Context: an optimization exercise on an open-source flow, tuned for small area and a short achievable clock period. The choices shown serve that exercise and are no tape-out recipe. Only simulation tests tie the RTL to the original design; equivalence was not proved. Power figures rest on the tool's default switching activity, not on a simulated workload.

`flow/flow/run.sh`:
```
#!/bin/bash
# Standard ORFS layout, with two changes to how it is made:
#  - port buffers are buf_2 cells instead of the default pick (a delay cell);
#  - the resizer may change a cell's footprint when it sizes it.
# The make output goes to flow_make.log in the work folder.
set -euo pipefail
bash standard.sh MATCH_CELL_FOOTPRINT=0 \
  "BUFFER_PORTS_ARGS=-buffer_cell sky130_fd_sc_hd__buf_2" \
  finish > flow_make.log 2>&1
```
`flow/standard.sh`:
```
#!/bin/bash
# synth_recipe.tcl (not shown) runs the flow's synth.tcl, then flattens the netlist and writes it again
# the make line also repeats each setting of config.mk as NAME=value (left out here)
make -C /OpenROAD-flow-scripts/flow DESIGN_CONFIG=/design/flow/config.mk WORK_HOME=/design/flow/orfs CLKGATE_MAP_FILE= SYNTH_SCRIPT=/design/flow/synth_recipe.tcl "${@:-finish}"
```
`flow/config.mk`:
```
export PLATFORM = sky130hd
export DESIGN_NAME = mcdt_dist
export DESIGN_NICKNAME = mcdt_dist
export VERILOG_FILES = /design/flow/design.v
export SDC_FILE = /design/flow/constraint.sdc
export NUM_CORES = 4
export LEC_CHECK = 0
export CAP_MARGIN = 20
export CORE_MARGIN = 2
export CORE_UTILIZATION = 75
export CTS_CLUSTER_DIAMETER = 80
export CTS_CLUSTER_SIZE = 30
export SETUP_SLACK_MARGIN = 2.1
export SLEW_MARGIN = 20
```
`flow/constraint.sdc`:
```
create_clock -name core_clock -period 4.2 [get_ports {clk_i}]
set_input_delay 0.8400 -clock core_clock [delete_from_list [all_inputs] [get_ports {clk_i}]]
set_output_delay 0.8400 -clock core_clock [all_outputs]
set_load 0.01 [all_outputs]
```
`flow/design.v`:
```
package mcdt_dist_pkg;
  localparam int DIST_DW    = 32;
  localparam int DIST_DEPTH = 16;
  localparam int NUM_CH     = 3;
  typedef logic [1:0] ch_id_t;
  localparam ch_id_t ID_BAD = 2'b11;
  function automatic int ptr_width(input int depth);
    ptr_width = $clog2(depth);
  endfunction
  localparam int DIST_PTR_W = ptr_width(DIST_DEPTH);
  localparam int DIST_CNT_W = DIST_PTR_W + 1;
endpackage
module dist_fifo
#(
  parameter  int DW    = mcdt_dist_pkg::DIST_DW,
  parameter  int DEPTH = mcdt_dist_pkg::DIST_DEPTH,
  localparam int PTR_W = mcdt_dist_pkg::ptr_width(DEPTH),
  localparam int CNT_W = PTR_W + 1,
  localparam int BDEP  = DEPTH - 1
) (
  input  logic             clk_i,
  input  logic             rstn_i,
  input  logic             push_i,
  input  logic [DW-1:0]    wdata_i,
  input  logic             pop_i,
  output logic [DW-1:0]    rdata_o,
  output logic             valid_o,
  output logic [CNT_W-1:0] margin_o,
  output logic             full_o
);
  logic [DW-1:0]    head_q;
  logic [DW-1:0]    mem [BDEP];
  logic [BDEP-1:0]  rd_sel;     
  logic [DW-1:0]    rd_word;
  logic [PTR_W-1:0] mlo_q;      
  logic             valid_q;    
  logic             empty_q;    
  logic             more_q;     
  logic             two_q;      
  logic             full_q;     
  logic             nfull1_q;   
  logic             mid_q;      
  logic do_pop, acc, head_en, buf_push, buf_pop, ld_beat;
  logic [PTR_W-1:0] mlo_inc, mlo_dec;
  always_comb begin
    logic all1, all0;
    all1 = 1'b1;
    all0 = 1'b1;
    for (int i = 0; i < PTR_W; i++) begin
      mlo_inc[i] = mlo_q[i] ^ all1;
      mlo_dec[i] = mlo_q[i] ^ all0;
      all1 = all1 & mlo_q[i];
      all0 = all0 & !mlo_q[i];
    end
  end
  assign do_pop   = pop_i && !empty_q;
  assign acc      = push_i && (!full_q || pop_i);
  assign head_en  = empty_q || pop_i;
  assign buf_push = push_i && (pop_i ? more_q : mid_q);
  assign buf_pop  = do_pop && more_q;
  always_comb begin
    rd_word = '0;
    for (int e = 0; e < BDEP; e++)
      rd_word = rd_word | ({DW{rd_sel[e]}} & mem[e]);
  end
  assign ld_beat = push_i && !more_q;
  always_ff @(posedge clk_i or negedge rstn_i) begin
    if (!rstn_i) begin
      head_q <= '0;
    end else if (head_en) begin
      head_q <= rd_word | (wdata_i & {DW{ld_beat}});
    end
  end
  always_ff @(posedge clk_i or negedge rstn_i) begin
    if (!rstn_i) begin
      rd_sel   <= '0;
      mlo_q    <= '0;
      valid_q  <= 1'b0;
      empty_q  <= 1'b1;
      more_q   <= 1'b0;
      two_q    <= 1'b0;
      full_q   <= 1'b0;
      nfull1_q <= 1'b0;
      mid_q    <= 1'b0;
    end else begin
      case ({buf_push, buf_pop})
        2'b10:   rd_sel <= {rd_sel[BDEP-2:0], !more_q};
        2'b01:   rd_sel <= {1'b0, rd_sel[BDEP-1:1]};
        default: ;
      endcase
      case ({acc, do_pop})
        2'b10: begin
          mlo_q    <= mlo_dec;
          valid_q  <= 1'b1;
          empty_q  <= 1'b0;
          more_q   <= !empty_q;
          two_q    <= !empty_q && !more_q;
          full_q   <= nfull1_q;
          nfull1_q <= (mlo_q == PTR_W'(2));
          mid_q    <= !nfull1_q;
        end
        2'b01: begin
          mlo_q    <= mlo_inc;
          valid_q  <= more_q;
          empty_q  <= !more_q;
          more_q   <= more_q && !two_q;
          two_q    <= (mlo_q == PTR_W'(DEPTH - 3));
          full_q   <= 1'b0;
          nfull1_q <= full_q;
          mid_q    <= more_q;
        end
        default: ;
      endcase
    end
  end
  always_ff @(posedge clk_i) begin
    if (buf_push) begin
      mem[0] <= wdata_i;
      for (int e = 1; e < BDEP; e++) mem[e] <= mem[e-1];
    end
  end
  assign rdata_o  = head_q;
  assign valid_o  = valid_q;
  assign margin_o = {!valid_q, mlo_q};
  assign full_o   = full_q;
endmodule
module mcdt_dist
#(
  parameter  int DW    = mcdt_dist_pkg::DIST_DW,
  parameter  int DEPTH = mcdt_dist_pkg::DIST_DEPTH,
  localparam int CNT_W = mcdt_dist_pkg::ptr_width(DEPTH) + 1
) (
  input  logic             clk_i,
  input  logic             rstn_i,
  input  logic [DW-1:0]    mcdt_data_i,
  input  logic             mcdt_val_i,
  input  logic [1:0]       mcdt_id_i,
  output logic [DW-1:0]    ch0_data_o,
  output logic             ch0_valid_o,
  input  logic             ch0_ready_i,
  output logic [CNT_W-1:0] ch0_margin_o,
  output logic [DW-1:0]    ch1_data_o,
  output logic             ch1_valid_o,
  input  logic             ch1_ready_i,
  output logic [CNT_W-1:0] ch1_margin_o,
  output logic [DW-1:0]    ch2_data_o,
  output logic             ch2_valid_o,
  input  logic             ch2_ready_i,
  output logic [CNT_W-1:0] ch2_margin_o,
  output logic [2:0]       ovf_o,
  output logic             bad_id_o,
  input  logic             err_clr_i
);
  logic [mcdt_dist_pkg::NUM_CH-1:0] ready;
  logic [mcdt_dist_pkg::NUM_CH-1:0] valid;
  logic [mcdt_dist_pkg::NUM_CH-1:0] full;
  logic [mcdt_dist_pkg::NUM_CH-1:0] push_sel;
  logic [mcdt_dist_pkg::NUM_CH-1:0] ovf_set;
  logic [DW-1:0]     data   [mcdt_dist_pkg::NUM_CH];
  logic [CNT_W-1:0]  margin [mcdt_dist_pkg::NUM_CH];
  logic              bad_set;
  assign ready = {ch2_ready_i, ch1_ready_i, ch0_ready_i};
  for (genvar n = 0; n < mcdt_dist_pkg::NUM_CH; n++) begin : g_ch
    assign push_sel[n] = mcdt_val_i && (mcdt_id_i == 2'(n));
    assign ovf_set[n]  = push_sel[n] && full[n] && !ready[n];
    dist_fifo #(
      .DW    (DW),
      .DEPTH (DEPTH)
    ) u_fifo (
      .clk_i    (clk_i),
      .rstn_i   (rstn_i),
      .push_i   (push_sel[n]),
      .wdata_i  (mcdt_data_i),
      .pop_i    (ready[n]),
      .rdata_o  (data[n]),
      .valid_o  (valid[n]),
      .margin_o (margin[n]),
      .full_o   (full[n])
    );
  end
  assign bad_set = mcdt_val_i && (mcdt_id_i == mcdt_dist_pkg::ID_BAD);
  always_ff @(posedge clk_i or negedge rstn_i) begin
    if (!rstn_i) begin
      ovf_o    <= '0;
      bad_id_o <= 1'b0;
    end else if (err_clr_i) begin
      ovf_o    <= ovf_set;
      bad_id_o <= bad_set;
    end else begin
      ovf_o    <= ovf_o | ovf_set;
      bad_id_o <= bad_id_o | bad_set;
    end
  end
  assign ch0_data_o   = data[0];
  assign ch0_valid_o  = valid[0];
  assign ch0_margin_o = margin[0];
  assign ch1_data_o   = data[1];
  assign ch1_valid_o  = valid[1];
  assign ch1_margin_o = margin[1];
  assign ch2_data_o   = data[2];
  assign ch2_valid_o  = valid[2];
  assign ch2_margin_o = margin[2];
endmodule
```
==> metrics.md, run 1 <==
| Metric | Value |
|---|---|
| Pins Over Slew Limit | `0` |
| Routed Antenna Nets | `0` |
| Sequential share of power | `53.6%` |
| Max Clk Rate | `0.462 GHz` |
| Synthesized cell area | `59500 um^2` |
| Clock buffer depth | `3` |
| Hpwl dp | `85200 um` |
| Area delta synth->final | `8.10%` |
| Wirelength per Cell | `32.0 um` |
| Slew HR | `approximately 34%` |
| Post-synthesis register bit count | `1618` |
| Post-place setup slack | `0.894 ns` |
| Ports | `between 150 and 200` |
| Setup Skew | `about 0.024 ns` |
| Synth cell count leaders | `1440 x edfxtp_1, 295 x a22oi_1, 212 x nand2_1` |
| GRT Total Usage | `35.8%` |
| Initial core utilization | `75.6%` |
| LEAKAGE | `20.8 nW` |
| Worst-Skew Late Latency | `between 0.6 and 0.7 ns` |
| Top cells by area, synth | `edfxtp_1 73%, dfrtp_1 7.4%, a22oi_1 3.7%, a22o_1 2.7%, a221oi_1 2.2%` |
| Layout cells sized above 1 | `between 10% and 20%` |
| Max VDD drop | `0.509 mV` |
| Top cell type's share of synthesized area | `72.7%` |
| Vias in the first global route | `~34000` |
| Die ar. | `81600 um^2` |
| Crit-path max FO | `2` |
| Final WS setup | `2.04 ns` |
| DR vias/cell | `7.41` |
| WS Path Type | `reg -> out` |
| Final hold violation count | `0` |
| Measured slew at the worst slew-check pin | `just under 1 ns` |
| Rows | `103` |
| Register area share after synthesis | `80.2%` |
| Final GP Congestion | `0.860` |
| Max cap viols | `0` |
| Final #Nets | `~3500` |
| Startpoint Class | `flop` |
| Comb power frac | `around 28%` |
| DRT Pass-1 Iters | `6` |
| Drt drc | `0` |
| Hold slack | `between 0.15 and 0.2 ns` |
| Initial DRC count | `4829` |
| First-pass GRT wire length | `between 200000 and 250000 um` |
| Congestion Overflow GR | `0` |
| Clock sinks | `1618` |
| Cell-internal power | `roughly 27 mW` |
| Pwr dens | `613 nW/um^2` |
| CTS tree | `done` |
| CTS root buffer | `clkbuf_16` |
| Switching power | `12.7 mW` |
| Number of flops mapped to enable cells by yosys | `1440` |
| WP data arrival | `1.32 ns` |
| Placed Cells incl. Taps | `approximately 4400` |
| Largest net degree at the start of global routing | `135` |
| WL final | `around 150000 um` |
| Num CTS Buffers | `60` |
| Net Sw Frac | `32.2%` |
| CP Capture Type | `output pin` |
| Asr flop ratio synth | `11.0%` |
| Synth unique cells | `53` |
| R2R depth | `5` |
| Worst r2r dst | `g_ch[1].u_fifo.head_q[20]` |
| Cells after Synth | `3318` |
| Core ar. | `78700 um^2` |
| Worst path required time | `approximately 3.4 ns` |
| Port-buffer cells | `roughly 160` |
| Hold buffer count at cts | `0` |
| Reg2Reg Setup Slack | `2.12 ns` |
| Hold Path Class | `in -> async` |
| Part of the cycle the worst path needs | `about half` |
| Routed via count | `~34000` |
| Top FF cell, synth | `edfxtp_1` |
| Initial antenna violation count | `12` |
| Most frequent cell after synthesis | `edfxtp_1` |
| Clock transition at path regs | `0.11 ns` |
| Fillcell total | `3908` |
| Tmin final | `2.16 ns` |
| Clock power share | `18.8%` |
| Mapped Nets | `3365` |
| Die height | `286 um` |
| Setup violations, final | `0` |
| Non-Filler Instances | `about 4600` |
| Status | `complete, no violations` |
| DIE WIDTH | `286 um` |
| H-tree depth | `2` |
| RSZ-0062 raised after global routing | `true` |
| Warnings from Yosys | `5` |
| Avg Synthesized Cell Area | `17.9 um^2` |
| Largest area contributor in the netlist | `edfxtp_1` |
| Worst reg2reg startpoint | `g_ch[1].u_fifo.rd_sel[13]` |
## worst max-delay path, cell delays in order (launching register included)
cell and delay (ns):
dfrtp_1 0.43, inv_2 0.10, buf_6 0.10
## sequential cells by signal, indices dropped and copies added, names as in the netlist
name and cells:
g_ch.u_fifo.nfull1_q 3, g_ch.u_fifo.mem 1440, g_ch.u_fifo.valid_q 3, g_ch.u_fifo.head_q 96, bad_id_o 1, g_ch.u_fifo.rd_sel 45
ovf_o 3, g_ch.u_fifo.more_q 3, g_ch.u_fifo.mid_q 3, g_ch.u_fifo.two_q 3, g_ch.u_fifo.mlo_q 12, g_ch.u_fifo.empty_q 3
g_ch.u_fifo.full_q 3
## through the flow
| step | utilization, % | TNS [ns] | power, mW | cell area [um^2] |
|---|---|---|---|---|
| floorplan | - | -6612.36 | 27.5 | 59500 |
| global placement | 77.9 | 0 | 30.7 | 61300 |
| detailed placement | 77.9 | 0 | 31.2 | 61300 |
| CTS | 81.0 | 0 | 38.9 | 63800 |
| global route | 81.7 | 0 | 40.8 | 64300 |
| finish | 81.7 | 0 | 39.4 | 64300 |
## kinds of logic after synthesis
kind of cell	synth area share [%]
adder cells (fa/ha/maj)	0.126
multiplexers	0.763
AO/OA/AOI/OAI	12.1
flip-flops	80.2
buffers and inverters	2.26
AND/OR/NAND/NOR	4.39
XOR/XNOR	0.221
## worst max path at each step
stage / start / to / slack [ns] / cells after the start
6_report: g_ch[1].u_fifo.valid_q / ch1_margin_o[4] / 2.04 / 2
5_1_grt: g_ch[1].u_fifo.valid_q / ch1_margin_o[4] / 1.99 / 2
4_1_cts: g_ch[1].u_fifo.valid_q / ch1_margin_o[4] / 2.01 / 2
3_5_place_dp: mcdt_id_i[1] / g_ch[1].u_fifo.mem[4][11] / 0.89 / 5
3_3_place_gp: mcdt_id_i[1] / g_ch[1].u_fifo.mem[11][15] / 0.94 / 5
2_1_floorplan: ch2_ready_i / g_ch[2].u_fifo.mem[0][0] / -4.62 / 3
## placed cells by master (no fill, tap or decap), drive strengths merged, types with 5 or more instances in the layout
| cell | count |
|---|---|
| a211oi | 10 |
| a21oi | 18 |
| a221oi | 192 |
| a22o | 185 |
| a22oi | 295 |
| a31oi | 7 |
| and2 | 34 |
| and3 | 26 |
| buf | 345 |
| clkbuf | 109 |
| clkinvlp | 6 |
| dfrtp | 175 |
| edfxtp | 1440 |
| ha | 6 |
| inv | 17 |
| mux2i | 42 |
| nand2 | 212 |
| nand2b | 13 |
| nand3 | 63 |
| nand4 | 124 |
| nor2 | 17 |
| nor3 | 5 |
| o21ai | 52 |
| o22a | 32 |
| o32a | 57 |
| or2 | 5 |
| xor2 | 12 |
## power by group through the flow
stage | sequential (mW) | combinational (mW) | clock, mW
CTS | 21.2 | 10.2 | 7.48
global route | 21.2 | 11.5 | 8.00
floorplan | 20.7 | 6.80 | 0
global placement | 21.5 | 9.23 | 0
finish | 21.1 | 10.9 | 7.42
detailed placement | 21.6 | 9.60 | 0
## final cells by class
type,count,area [um^2],share of cell area (%)
Clock inverter,4,60.1,0.0934
Tap cell,1050,1310,2.04
Timing Repair Buffer,347,2870,4.46
Sequential cell,1618,47800,74.3
Multi-Input combinational cell,1441,10500,16.3
Antenna cell,4,10.0,0.0156
Timing Repair inverter,3,15.0,0.0233
Inverter,19,82.6,0.128
Clock buffer,107,1710,2.66
## metal layers
layer / up-vias / part of all wire [%] / track usage (%)
met5: - / 0.0089 / 0
met2: 2499 / 47 / 55.1
met3: 391 / 13 / 6.92
met1: 17200 / 36 / 52.0
li1: 13900 / - / -
met4: 2 / 4.5 / 14.3
## what timing repair did
item                                    in CTS  in global routing
endpoints found under the hold margin        0                  0
endpoints found under the setup margin    1284                470
pin swaps                                    0                  1
gates cloned                                 3                  1
setup buffers                               53                 41
resized for setup                           90                 47
==> inputs of run 2 (changes only) <==
--- a/flow/config.mk
+++ b/flow/config.mk
@@ -7,7 +7,7 @@
 export LEC_CHECK = 0
 export CAP_MARGIN = 20
 export CORE_MARGIN = 2
-export CORE_UTILIZATION = 75
+export CORE_UTILIZATION = 80
 export CTS_CLUSTER_DIAMETER = 80
 export CTS_CLUSTER_SIZE = 30
 export SETUP_SLACK_MARGIN = 2.1
==> run 2 against run 1 <==
Total power fell by 0.68%. Area after synthesis did not move. Combinational power fell by 4%. Maximum frequency fell by 0.16%. Largest power group unchanged. Highest routed layer unchanged.
==> metrics.md, run 2 <==
| Metric | Value |
|---|---|
| Synthesized cell area | `59500 um^2 (unchanged)` |
| Hold buffer count at cts | `0 (unchanged)` |
| Commonest non-fill, non-tap cell in the layout | `edfxtp_1` |
| Number of flops mapped to enable cells by yosys | `1440 (unchanged)` |
| CTS tree | `done` |
| Setup violations, final | `0 (unchanged)` |
| Largest registers | `g_ch.u_fifo.mem x1440, g_ch.u_fifo.head_q x96, g_ch.u_fifo.rd_sel x45` |
| Final #Nets | `3506 (-0.88%)` |
| Ports | `159 (unchanged)` |
| CTS root buffer | `clkbuf_16` |
| Congestion Overflow GR | `0 (unchanged)` |
| Routed via count | `34400 (+1.1%)` |
| Tmin final | `2.17 ns (+0.00342 ns)` |
| Hpwl dp | `85200 um (about the same)` |
| CP Capture Type | `output pin` |
| LEAKAGE | `20.6 nW (-1.0%)` |
| Avg Synthesized Cell Area | `17.9 um^2 (unchanged)` |
| Wirelength per Cell | `33.0 um (+3.2%)` |
| Cell family with most CP delay | `flip-flops` |
| Most frequent cell after synthesis | `edfxtp_1` |
| Clock sinks | `1618 (unchanged)` |
| Sum Neg Setup Slack | `0 ns (unchanged)` |
| Top cells by area, synth | `edfxtp_1 73%, dfrtp_1 7.4%, a22oi_1 3.7%, a22o_1 2.7%, a221oi_1 2.2%` |
| Total power | `39.2 mW (-0.68%)` |
| Synth unique cells | `53 (unchanged)` |
| Warnings from Yosys | `5 (unchanged)` |
| Final GP Congestion | `0.863 (+0.26%)` |
| Routed Antenna Nets | `0 (unchanged)` |
| Initial core utilization | `81.1% (+5.6 points)` |
| Most frequent cells in the layout | `1440 x edfxtp_1, 295 x a22oi_1, 210 x nand2_1` |
| Max incr delay on CP | `0.50 ns (+0.07 ns)` |
| Crit-path max FO | `2 (unchanged)` |
| Initial antenna violation count | `5 (-7)` |
| Max Clk Rate | `0.462 GHz (-0.16%)` |
| Slew HR | `34.5% (+0.38 points)` |
| Worst-Skew Late Latency | `0.67 ns (about the same)` |
| WP data arrival | `1.33 ns (about the same)` |
| RSZ-0062 raised after global routing | `true` |
| Post-place setup slack | `0.952 ns (+0.0582 ns)` |
| Hold slack | `0.203 ns (+0.0150 ns)` |
| Vias in the first global route | `34000 (+1.3%)` |
| H-tree depth | `2 (unchanged)` |
| Num CTS Buffers | `60 (unchanged)` |
| Largest area contributor in the netlist | `edfxtp_1` |
| Clock buffer depth | `3 (unchanged)` |
| Die ar. | `76600 um^2 (-6.2%)` |
| Status | `complete, no violations` |
| WS Path Type | `reg -> out` |
| Drt drc | `0 (unchanged)` |
| Synth cell count leaders | `1440 x edfxtp_1, 295 x a22oi_1, 212 x nand2_1` |
| Area delta synth->final | `7.26%` |
| Max VDD drop | `0.538 mV (+5.8%)` |
| CP max stage cell | `dfrtp_2` |
| Crit path cell chain | `buf_6` |
| Asr flop ratio synth | `11.0% (unchanged)` |
| Pwr dens | `614 nW/um^2 (about the same)` |
| Worst path required time | `3.36 ns (about the same)` |
| Clock transition at path regs | `0.11 ns (about the same)` |
| Final hold violation count | `0 (unchanged)` |
| DR vias/cell | `7.70 (+3.8%)` |
| Layout cells sized above 1 | `14.4% (-0.64 points)` |
| Part of the cycle the worst path needs | `51.6% (+0.081 points)` |
| Core ar. | `73300 um^2 (-6.9%)` |
| Register area share after synthesis | `80.2% (unchanged)` |
| Startpoint Class | `flop` |
| First-pass GRT wire length | `213000 um (-0.35%)` |
| Top FF cell, synth | `edfxtp_1` |
| Measured slew at the worst slew-check pin | `0.983 ns (-0.00568 ns)` |
| Post-synthesis register bit count | `1618 (unchanged)` |
| Mapped Nets | `3365 (unchanged)` |
| Top cell type's share of synthesized area | `72.7% (unchanged)` |
| Cells after Synth | `3318 (unchanged)` |
| Die height | `277 um (-3.1%)` |
| Rows | `99 (-3.9%)` |
| CP bufs+invs | `1 (-1)` |
| Max cap viols | `0 (unchanged)` |
| Largest register by flop count | `g_ch.u_fifo.mem` |
| Flip-flop count of the largest register after layout | `1440 (unchanged)` |
| Largest net degree at the start of global routing | `96 (-29%)` |
| DIE WIDTH | `277 um (-3.1%)` |
| Final WS setup | `2.03 ns (-0.00342 ns)` |
| Port-buffer cells | `158 (unchanged)` |
| WL final | `148000 um (+0.48%)` |
| Pins Over Slew Limit | `0 (unchanged)` |
| GRT Total Usage | `37.9% (+2.1 points)` |
| Hold Path Class | `in -> async` |
| Setup Skew | `0.0178 ns (-0.00609 ns)` |
| DRT Pass-1 Iters | `8 (+2)` |
| Initial DRC count | `5479 (+13%)` |
-- run 2: cell counts after synthesis --
Identical to the previous run, type by type.
-- run 2: per-layer routing --
layer	routed length, um	track usage [%]	part of all wire (%)
met5	30	0	0.020
met4	6880	15.6	4.7
met3	22000	8.55	15
met2	68800	58.9	47
met1	49900	53.8	34
-- run 2: final timing paths --
kind,start,endpoint,slack (ns),depth (start not counted)
min reg2reg,g_ch[2].u_fifo.mem[3][3],g_ch[2].u_fifo.mem[4][3],0.45,0
max in group asynchronous,rstn_i,g_ch[0].u_fifo.rd_sel[1],2.98,2
max,g_ch[2].u_fifo.head_q[20],ch2_data_o[20],2.03,1
min in group core_clock,g_ch[2].u_fifo.mem[3][3],g_ch[2].u_fifo.mem[4][3],0.45,0
min,rstn_i,g_ch[2].u_fifo.head_q[5],0.20,1
max reg2reg,g_ch[0].u_fifo.rd_sel[4],g_ch[0].u_fifo.head_q[3],2.07,4
-- run 2: area by class of cell --
class                      instances  area, um^2
tap                              959        1200
timing repair inverter             2        10.0
clock buffer                     109        1720
fill                            2929        9520
sequential                      1618       47800
inverter                          19        82.6
timing repair buffer             316        2460
antenna                            6        15.0
multi-input combinational       1442       10500
clock inverter                     3        40.0
-- run 2: power breakdown --
group | leakage [nW] | total, mW | switching (mW) | internal [mW]
logic | 4.65 | 10.5 | 6.13 | 4.37
clock network | 0.834 | 7.33 | 4.52 | 2.82
registers | 15.1 | 21.3 | 2.08 | 19.3
-- run 2: cells by family after synthesis --
logic type      share of synthesized area, %
simple gates                            4.39
flops                                   80.2
compound gates                          12.1
buf+inv                                 2.26
fa+ha+maj                              0.126
mux                                    0.763
xor+xnor                               0.221
-- run 2: what timing repair did --
| item | in CTS | in global routing |
|---|---|---|
| endpoints found under the hold margin | 0 | 0 |
| cloned | 2 | 1 |
| gates resized for setup | 64 | 35 |
| setup buffers | 41 | 23 |
| setup endpoints to repair | 1365 | 284 |
-- run 2: stage by stage --
stage / std cells / util [%] / cell area [um^2]
floorplan: 3318 / - / 59500
global placement: 4289 / 83.5 / 61200
detailed placement: 4289 / 83.5 / 61200
CTS: 4444 / 86.6 / 63500
global route: 4468 / 87.0 / 63800
finish: 4474 / 87.0 / 63800

==> static timing again, ports no longer ideal <==
How much do the figures lean on ideal ports? The routed layouts below were timed once more, with nothing changed but the port constraints.
Step 1 sets driving cells, clkbuf_16 on the clock port and buf_2 on the other inputs (assumed; they add their load-dependent delay and slew).
Step 2 moves the port delays by t, midway between the first and last clock arrival at a register: inputs arrive t later, outputs are due t later. That takes back most of the time a late clock gives input paths.
Three values: ideal, step 1, step 2; two values: the first two.
| run | t, ns | setup slack, ns | slew at the worst register clock pin (ns) | worst slew at a driven data input, ns | cell pins on the clock port's net |
|---|---|---|---|---|---|
| run 1 | 0.743 | 2.037 / 1.968 / 1.404 | 0.12 / 0.12 | 0.08 | 1 |
| run 2 | 0.739 | 2.033 / 1.964 / 1.448 | 0.12 / 0.12 | 0.05 | 1 |
After both steps every run listed still meets setup and hold. For run 1, which loses most, drivers alone change the setup slack by -0.069 ns; drivers and shift together by -0.633 ns.
